Context: an optimization exercise on an open-source flow, tuned for small area and a short achievable clock period. The choices shown serve that exercise and are no tape-out recipe. Only simulation tests tie the RTL to the original design; equivalence was not proved. Power and IR drop assume default switching activity.

==> design.v <==
module tlb_sv32_plru #(
  parameter int unsigned TLB_ENTRIES = 16,
  parameter int unsigned ASID_WIDTH  = 9
) (
  input  logic                  clk_i,
  input  logic                  rst_i,
  input  logic                  flush_i,
  input  logic [ASID_WIDTH-1:0] asid_to_be_flushed_i,
  input  logic [31:0]           vaddr_to_be_flushed_i,
  input  logic                  update_valid_i,
  input  logic                  update_is_4M_i,
  input  logic                  update_global_i,
  input  logic [19:0]           update_vpn_i,
  input  logic [ASID_WIDTH-1:0] update_asid_i,
  input  logic [31:0]           update_content_i,
  input  logic                  lu_access_i,
  input  logic [ASID_WIDTH-1:0] lu_asid_i,
  input  logic [31:0]           lu_vaddr_i,
  output logic                  lu_hit_o,
  output logic                  lu_is_4M_o,
  output logic [31:0]           lu_content_o,
  output logic [31:0]           hit_count_o,
  output logic [31:0]           miss_count_o,
  output logic                  full_o
);
  localparam int unsigned IDX_W = (TLB_ENTRIES > 1) ? $clog2(TLB_ENTRIES) : 1;
  localparam int unsigned NODES = TLB_ENTRIES - 1;
  function automatic logic [NODES-1:0] plru_touch(input logic [NODES-1:0] tree,
                                                  input logic [IDX_W-1:0] idx);
    logic [NODES-1:0] t;
    int unsigned      node;
    logic             b;
    t    = tree;
    node = 32'd0;
    for (int l = 0; l < int'(IDX_W); l++) begin
      b = idx[IDX_W-1-l];
      t[node[IDX_W-1:0]] = ~b;   
      node = 32'd2 * node + 32'd1 + 32'(b);
    end
    plru_touch = t;
  endfunction
  function automatic logic [IDX_W-1:0] plru_victim(input logic [NODES-1:0] tree);
    int unsigned node;
    int unsigned leaf;
    node = 32'd0;
    for (int l = 0; l < int'(IDX_W); l++) begin
      node = 32'd2 * node + 32'd1 + 32'(tree[node[IDX_W-1:0]]);
    end
    leaf = node - NODES;
    plru_victim = leaf[IDX_W-1:0];
  endfunction
  function automatic logic vpn_hit(input logic [19:0] vpn, input logic is_4m,
                                   input logic [31:0] vaddr);
    vpn_hit = (vpn[19:10] == vaddr[31:22]) && (is_4m || (vpn[9:0] == vaddr[21:12]));
  endfunction
  logic [TLB_ENTRIES-1:0] valid_r;
  logic [TLB_ENTRIES-1:0] is_4m_r;
  logic [TLB_ENTRIES-1:0] global_r;
  logic [19:0]            vpn_r     [TLB_ENTRIES];
  logic [ASID_WIDTH-1:0]  asid_r    [TLB_ENTRIES];
  logic [31:0]            content_r [TLB_ENTRIES];
  logic [NODES-1:0]       plru_r;
  logic [31:0]            hit_count_r;
  logic [31:0]            miss_count_r;
  logic                   full_r;
  logic [TLB_ENTRIES-1:0] match_s;
  logic [TLB_ENTRIES-1:0] flush_hit_s;
  logic [TLB_ENTRIES-1:0] valid_next_s;
  logic                   hit_any_s;
  logic                   lu_hit_s;
  logic [IDX_W-1:0]       win_idx_s;
  logic [IDX_W-1:0]       upd_slot_s;
  logic                   upd_en_s;
  logic [NODES-1:0]       plru_next_s;
  logic [31:0]            lu_content_s;
  logic                   lu_is_4m_s;
  assign upd_en_s = update_valid_i & ~flush_i;
  assign lu_hit_s = lu_access_i & hit_any_s;
  always_comb begin
    match_s   = '0;
    hit_any_s = 1'b0;
    win_idx_s = '0;
    for (int i = 0; i < int'(TLB_ENTRIES); i++) begin
      match_s[i] = valid_r[i] && (global_r[i] || (asid_r[i] == lu_asid_i)) &&
                   vpn_hit(vpn_r[i], is_4m_r[i], lu_vaddr_i);
    end
    for (int i = int'(TLB_ENTRIES) - 1; i >= 0; i--) begin
      if (match_s[i]) begin
        hit_any_s = 1'b1;
        win_idx_s = IDX_W'(i);
      end else begin
        hit_any_s = hit_any_s;
      end
    end
  end
  always_comb begin
    lu_content_s = 32'd0;
    lu_is_4m_s   = 1'b0;
    if (lu_hit_s) begin
      lu_content_s = content_r[win_idx_s];
      lu_is_4m_s   = is_4m_r[win_idx_s];
    end else begin
      lu_content_s = 32'd0;
      lu_is_4m_s   = 1'b0;
    end
  end
  always_comb begin
    logic             dup_found;
    logic             inv_found;
    logic [IDX_W-1:0] dup_idx;
    logic [IDX_W-1:0] inv_idx;
    dup_found = 1'b0;
    inv_found = 1'b0;
    dup_idx   = '0;
    inv_idx   = '0;
    for (int i = int'(TLB_ENTRIES) - 1; i >= 0; i--) begin
      if (valid_r[i] && (is_4m_r[i] == update_is_4M_i) && (asid_r[i] == update_asid_i) &&
          (vpn_r[i][19:10] == update_vpn_i[19:10]) &&
          (update_is_4M_i || (vpn_r[i][9:0] == update_vpn_i[9:0]))) begin
        dup_found = 1'b1;
        dup_idx   = IDX_W'(i);
      end else begin
        dup_found = dup_found;
      end
      if (!valid_r[i]) begin
        inv_found = 1'b1;
        inv_idx   = IDX_W'(i);
      end else begin
        inv_found = inv_found;
      end
    end
    if (dup_found) begin
      upd_slot_s = dup_idx;
    end else if (inv_found) begin
      upd_slot_s = inv_idx;
    end else begin
      upd_slot_s = plru_victim(plru_r);
    end
  end
  always_comb begin
    flush_hit_s  = '0;
    valid_next_s = valid_r;
    for (int i = 0; i < int'(TLB_ENTRIES); i++) begin
      if ((asid_to_be_flushed_i == '0) && (vaddr_to_be_flushed_i == 32'd0)) begin
        flush_hit_s[i] = 1'b1;
      end else if (asid_to_be_flushed_i == '0) begin
        flush_hit_s[i] = vpn_hit(vpn_r[i], is_4m_r[i], vaddr_to_be_flushed_i);
      end else if (vaddr_to_be_flushed_i == 32'd0) begin
        flush_hit_s[i] = !global_r[i] && (asid_r[i] == asid_to_be_flushed_i);
      end else begin
        flush_hit_s[i] = !global_r[i] && (asid_r[i] == asid_to_be_flushed_i) &&
                         vpn_hit(vpn_r[i], is_4m_r[i], vaddr_to_be_flushed_i);
      end
    end
    if (flush_i) begin
      valid_next_s = valid_r & ~flush_hit_s;
    end else if (update_valid_i) begin
      valid_next_s[upd_slot_s] = 1'b1;
    end else begin
      valid_next_s = valid_r;
    end
  end
  always_comb begin
    plru_next_s = plru_r;
    if (lu_hit_s) begin
      plru_next_s = plru_touch(plru_next_s, win_idx_s);
    end else begin
      plru_next_s = plru_next_s;
    end
    if (upd_en_s) begin
      plru_next_s = plru_touch(plru_next_s, upd_slot_s);
    end else begin
      plru_next_s = plru_next_s;
    end
  end
  always_ff @(posedge clk_i or posedge rst_i) begin
    if (rst_i) begin
      valid_r      <= '0;
      is_4m_r      <= '0;
      global_r     <= '0;
      plru_r       <= '0;
      hit_count_r  <= 32'd0;
      miss_count_r <= 32'd0;
      full_r       <= 1'b0;
      for (int i = 0; i < int'(TLB_ENTRIES); i++) begin
        vpn_r[i]     <= 20'd0;
        asid_r[i]    <= '0;
        content_r[i] <= 32'd0;
      end
    end else begin
      valid_r <= valid_next_s;
      plru_r  <= plru_next_s;
      full_r  <= &valid_next_s;
      if (upd_en_s) begin
        is_4m_r[upd_slot_s]   <= update_is_4M_i;
        global_r[upd_slot_s]  <= update_global_i;
        vpn_r[upd_slot_s]     <= update_vpn_i;
        asid_r[upd_slot_s]    <= update_asid_i;
        content_r[upd_slot_s] <= update_content_i;
      end else begin
        is_4m_r <= is_4m_r;
      end
      if (lu_access_i && lu_hit_s && (hit_count_r != 32'hFFFF_FFFF)) begin
        hit_count_r <= hit_count_r + 32'd1;
      end else begin
        hit_count_r <= hit_count_r;
      end
      if (lu_access_i && !lu_hit_s && (miss_count_r != 32'hFFFF_FFFF)) begin
        miss_count_r <= miss_count_r + 32'd1;
      end else begin
        miss_count_r <= miss_count_r;
      end
    end
  end
  assign lu_hit_o     = lu_hit_s;
  assign lu_is_4M_o   = lu_is_4m_s;
  assign lu_content_o = lu_content_s;
  assign hit_count_o  = hit_count_r;
  assign miss_count_o = miss_count_r;
  assign full_o       = full_r;
endmodule
==> run.sh <==
#!/bin/bash
# synth_recipe.tcl (not shown) runs the flow's synth.tcl, then flattens the netlist and writes it again
# the make line also repeats each setting of config.mk as NAME=value (left out here)
make -C /OpenROAD-flow-scripts/flow DESIGN_CONFIG=/design/flow/config.mk WORK_HOME=/design/flow/orfs CLKGATE_MAP_FILE= SYNTH_SCRIPT=/design/flow/synth_recipe.tcl finish
==> config.mk <==
export PLATFORM = sky130hd
export DESIGN_NAME = tlb_sv32_plru
export DESIGN_NICKNAME = tlb_sv32_plru
export VERILOG_FILES = /design/flow/design.v
export SDC_FILE = /design/flow/constraint.sdc
export NUM_CORES = 4
export LEC_CHECK = 0
export CAP_MARGIN = 20
export CORE_MARGIN = 2
export CORE_UTILIZATION = 40
export SETUP_SLACK_MARGIN = 0.3
export SLEW_MARGIN = 20
==> constraint.sdc <==
create_clock -name core_clock -period 8.5 [get_ports {clk_i}]
set_input_delay 1.7000 -clock core_clock [delete_from_list [all_inputs] [get_ports {clk_i}]]
set_output_delay 1.7000 -clock core_clock [all_outputs]
set_load 0.01 [all_outputs]
==> notes.md <==
-- how the worst max path moves through the flow --
| stage | from | endpoint | slack [ns] | cells past startpoint |
|---|---|---|---|---|
| final | lu_vaddr_i[21] | lu_content_o[23] | 0.33 | 23 |
| after global routing | lu_asid_i[0] | lu_content_o[23] | 0.19 | 25 |
| after CTS | lu_vaddr_i[12] | lu_content_o[5] | 0.1 | 24 |
| after detailed placement | lu_vaddr_i[15] | lu_content_o[30] | -0.53 | 23 |
| after global placement | lu_vaddr_i[15] | lu_content_o[30] | -0.59 | 24 |
| after floorplan | rst_i | asid_r[0][0]$_DFFE_PP0P_ | -8.43 | 1 |
-- layout make-up --
type	count	area (um^2)
Clock inverter	35	510
Antenna cell	1	2.50
Clock buffer	200	3890
Tap cell	2175	2720
Timing Repair Buffer	872	8280
Multi-Input combinational cell	4253	36700
Sequential cell	1104	27600
Inverter	41	161
Fill cell	14671	83200
-- synth_stat cells, types with 51 or more instances --
master	count	area, um^2
a22oi_1	73	548
nor4_1	238	1490
dfrtp_1	1104	27600
mux2_2	1013	11400
nand4_1	169	1060
a21oi_1	65	325
nand2_1	177	664
buf_1	51	191
clkbuf_1	236	886
nor3_1	113	566
a41oi_1	59	517
buf_2	111	556
nand3_1	127	636
mux2i_1	64	641
o21ai_0	84	420
nor2_1	99	372
xnor2_1	599	5250
xor2_1	879	7700
-- timing repair --
action | in CTS | in global routing
gates cloned | 1 | 2
hold buffers | 0 | 0
resized for setup | 99 | 126
endpoints found under the setup margin | 33 | 33
pin swaps | 9 | 47
buffers inserted | 15 | 38
-- layout by cell type (no fill, tap or decap), types with 31 or more instances in the layout --
cell,Yosys,routed
a21oi_1,65,62
a22oi_1,73,69
a41oi_1,59,47
and3_1,31,31
buf_12,2,93
buf_2,111,31
buf_4,29,522
clkbuf_1,236,38
clkbuf_16,0,137
clkdlybuf4s50_1,0,159
dfrtp_1,1104,1104
inv_1,36,33
mux2_2,1013,1013
mux2i_1,64,63
nand2_1,177,167
nand3_1,127,118
nand4_1,169,169
nor2_1,99,89
nor3_1,113,98
nor4_1,238,205
nor4_2,5,34
o21ai_0,84,79
or3_1,50,50
xnor2_1,599,599
xor2_1,879,879
-- state kept, by name, indices dropped and copies added (netlist names) --
signal and count:
plru_r 15, full_r 1, vpn_r 320, valid_r 16, hit_count_r 32, miss_count_r 32
asid_r 144, is_4m_r 16, global_r 16, content_r 512
-- power by group through the flow --
stage	combinational, uW	sequential [uW]	clock, uW
finish	4620	7280	5810
CTS	4490	7220	5890
global route	4920	7370	6090
detailed placement	4440	7300	0
global placement	4360	7260	0
floorplan	3010	6920	0
-- metal layers --
| metal | up-vias | GRT usage, % | routed length, um |
|---|---|---|---|
| met4 | 8 | 11.2 | 10300 |
| met2 | 2345 | 43.5 | 109000 |
| met5 | - | 0 | 47 |
| li1 | 22048 | - | - |
| met3 | 585 | 5.73 | 21500 |
| met1 | 26533 | 40.6 | 107000 |
-- kinds of logic after synthesis --
family	share of synthesized area [%]
xor gates and xnor gates	19.7
and+or+nand+nor	9.47
DFF	42.0
muxes	18.3
AOI/OAI and AO/OA	6.34
buffers and inverters	3.77
adders and majority gates	0.380
-- stage by stage --
| stage | total power [uW] | hold WS (ns) |
|---|---|---|
| after floorplan | 9930 | 0.471 |
| after global placement | 11600 | 0.472 |
| after detailed placement | 11700 | 0.482 |
| after CTS | 17600 | 0.491 |
| after global routing | 18400 | 0.503 |
| final | 17700 | 0.487 |
-- worst max-delay path, stage by stage --
cell	delay, ns
clkdlybuf4s50_1	0.45
buf_12	0.17
buf_12	0.14
xor2_1	0.16
nor4_2	0.26
a41oi_2	0.25
buf_4	0.21
nor4_2	0.25
buf_4	0.21
nor4_1	0.08
a221o_1	0.39
buf_6	0.15
a21oi_4	0.22
buf_12	0.15
clkbuf_16	0.16
nor3_4	0.07
buf_8	0.16
buf_4	0.14
a22o_1	0.18
a211o_1	0.31
nor2_2	0.10
nor2_1	0.05
clkdlybuf4s50_1	0.48
==> reports/metrics.csv <==
stage;metric;value;unit
power;reported net switching power;6010;uW
placed_design;dpl ws;-0.533;ns
clock_tree;worst skew pair latency;0.81;ns
power;pwr/cell area;222;nW/um^2
final_layout;layout cells sized above 1;31.8;%
synthesis;#FFs+latches synth;1104;
sta;max frequency;122;MHz
clock_tree;TritonCTS Sinks;1104;
clock_tree;CTS Buf Count;132;
power;combinational share of power;26.1;%
synthesis;main flop type after synthesis;dfrtp_1;
power;Clock power frac;32.8;%
final_layout;Finished Layout Cells;8681;
critical_path;Worst Path Required;6.80;ns
drt;via count;51519;
clock_tree;clock transition at the registers of the reported paths;0.05;ns
global_routing;vias in the first global route;50923;
final_layout;fin nets;6574;
sta;Fin Setup TNS;0;ns
synthesis;Avg Synthesized Cell Area;11.2;um^2
die;die height;410;um
drt;DRC violations left;0;
power;P_leak;0.0368;uW
clock_tree;Root Driver;clkbuf_16;
synthesis;Mapped Area;65800;um^2
clock_tree;Max Root-Sink Buffers;3;
drt;DRT Pass-1 Iters;7;
synthesis;synth warn;4;
drt;Vias per Instance;5.93;
sta;RSZ-0062 raised after global routing;yes;
sta;minimum clock period;8.17;ns
final_layout;Finished Core Util;49.0;%
clock_tree;H-tree level count;4;
sta;Max transition margin;16.5;%
final_layout;area added between synthesis and finish;21.4;%
global_routing;initial antenna violation count;9;
drt;Antenna Nets Post-Route;0;
die;io pins;249;
sta;max-slew violations;0;
placed_design;placed cells;8389;
synthesis;post-synthesis async set-or-reset flop share;100;%
job;number of max-cap violations;0;
hold_path;Hold Path Class;reg2reg;
die;Rows;148;
synthesis;sequential fraction of the synthesis area;42.0;%
hold_path;WHS Path Cells;1;
placed_design;GP Congestion;1.00;
die;Core Area;163000;um^2
die;Starting Density;40.3;%
sta;pin slew with the least headroom to its limit;1.24;ns
die;die area;168000;um^2
sta;Final Cycle Share;96.1;%
sta;final setup vio count;0;
drt;total wire length;247000;um
critical_path;Worst R2R Path Depth;16;
synthesis;Cell variety after synth;97;
global_routing;largest net degree at the start of global routing;178;
sta;clock skew;0.0333;ns
critical_path;CP endpoint kind;output port;
synthesis;EDFF count, synth;0;
critical_path;RR Endpoint;full_r$_DFF_PP0_;
synthesis;syn nets;6035;
critical_path;CP Class;in2out;
placed_design;Area after DPL;74100;um^2
run_status;status;no timing/DRC/antenna violations;
power;Sequential Power Share;41.1;%
critical_path;CP Data Arrival Time;6.47;ns
global_routing;first-pass GRT wire length;359000;um
power;Pint;11700;uW
hold_path;WHS Endpoint;miss_count_r[22]$_DFFE_PP0P_;
synthesis;Syn Inst Count;5865;
drt;starting DRC count in detailed routing;5538;
sta;PnR worst setup slack;0.328;ns
hold_path;HP Start;miss_count_r[22]$_DFFE_PP0P_;
critical_path;Crit Path Max Fanout;9;
critical_path;nature of the critical path startpoint;primary input;
critical_path;worst r2r src;asid_r[13][8]$_DFFE_PP0P_;
placed_design;DPL Wire Length;172000;um
power;maximum vdd drop;0.248;mV
global_routing;grt total ovfl;0;
critical_path;FF-to-FF setup slack;2.44;ns
placed_design;port bufs;236;
power;Net Sw Frac;33.9;%
die;Die Width;410;um
global_routing;All-Layer GR Usage;28.8;%
drt;routed len/inst;28.5;um
sta;Hold Vio Cnt, Final;0;
final_layout;Post-Layout Inst Area;79900;um^2
clock_tree;TritonCTS clock tree;done;

## port drivers added, routing unchanged
In the flow no input, the clock included, has a driving cell. The finished layout below was timed again as built, in two steps.
Step 1 (the two cells are an assumption about what drives the block):
set clk [get_ports {clk_i}]
set_driving_cell -lib_cell sky130_fd_sc_hd__clkbuf_16 $clk
set_driving_cell -lib_cell sky130_fd_sc_hd__buf_2 [delete_from_list [all_inputs] $clk]
Step 2 times the ports against the registers' clock, not the clock port: input delays grow and output delays shrink by t, the midpoint of the rising clock arrivals with the driver on.
Slacks: ideal ports / drivers / drivers and shift; pairs: ideal ports / drivers.
t, ns: 0.871
setup WS [ns]: 0.328 / 0.304 / 0.304
clock arrival spread, ns: 0.034 / 0.033
After both steps setup and hold are still met in this run. For this run, drivers alone change the setup slack by -0.024 ns; drivers and shift together by -0.024 ns.
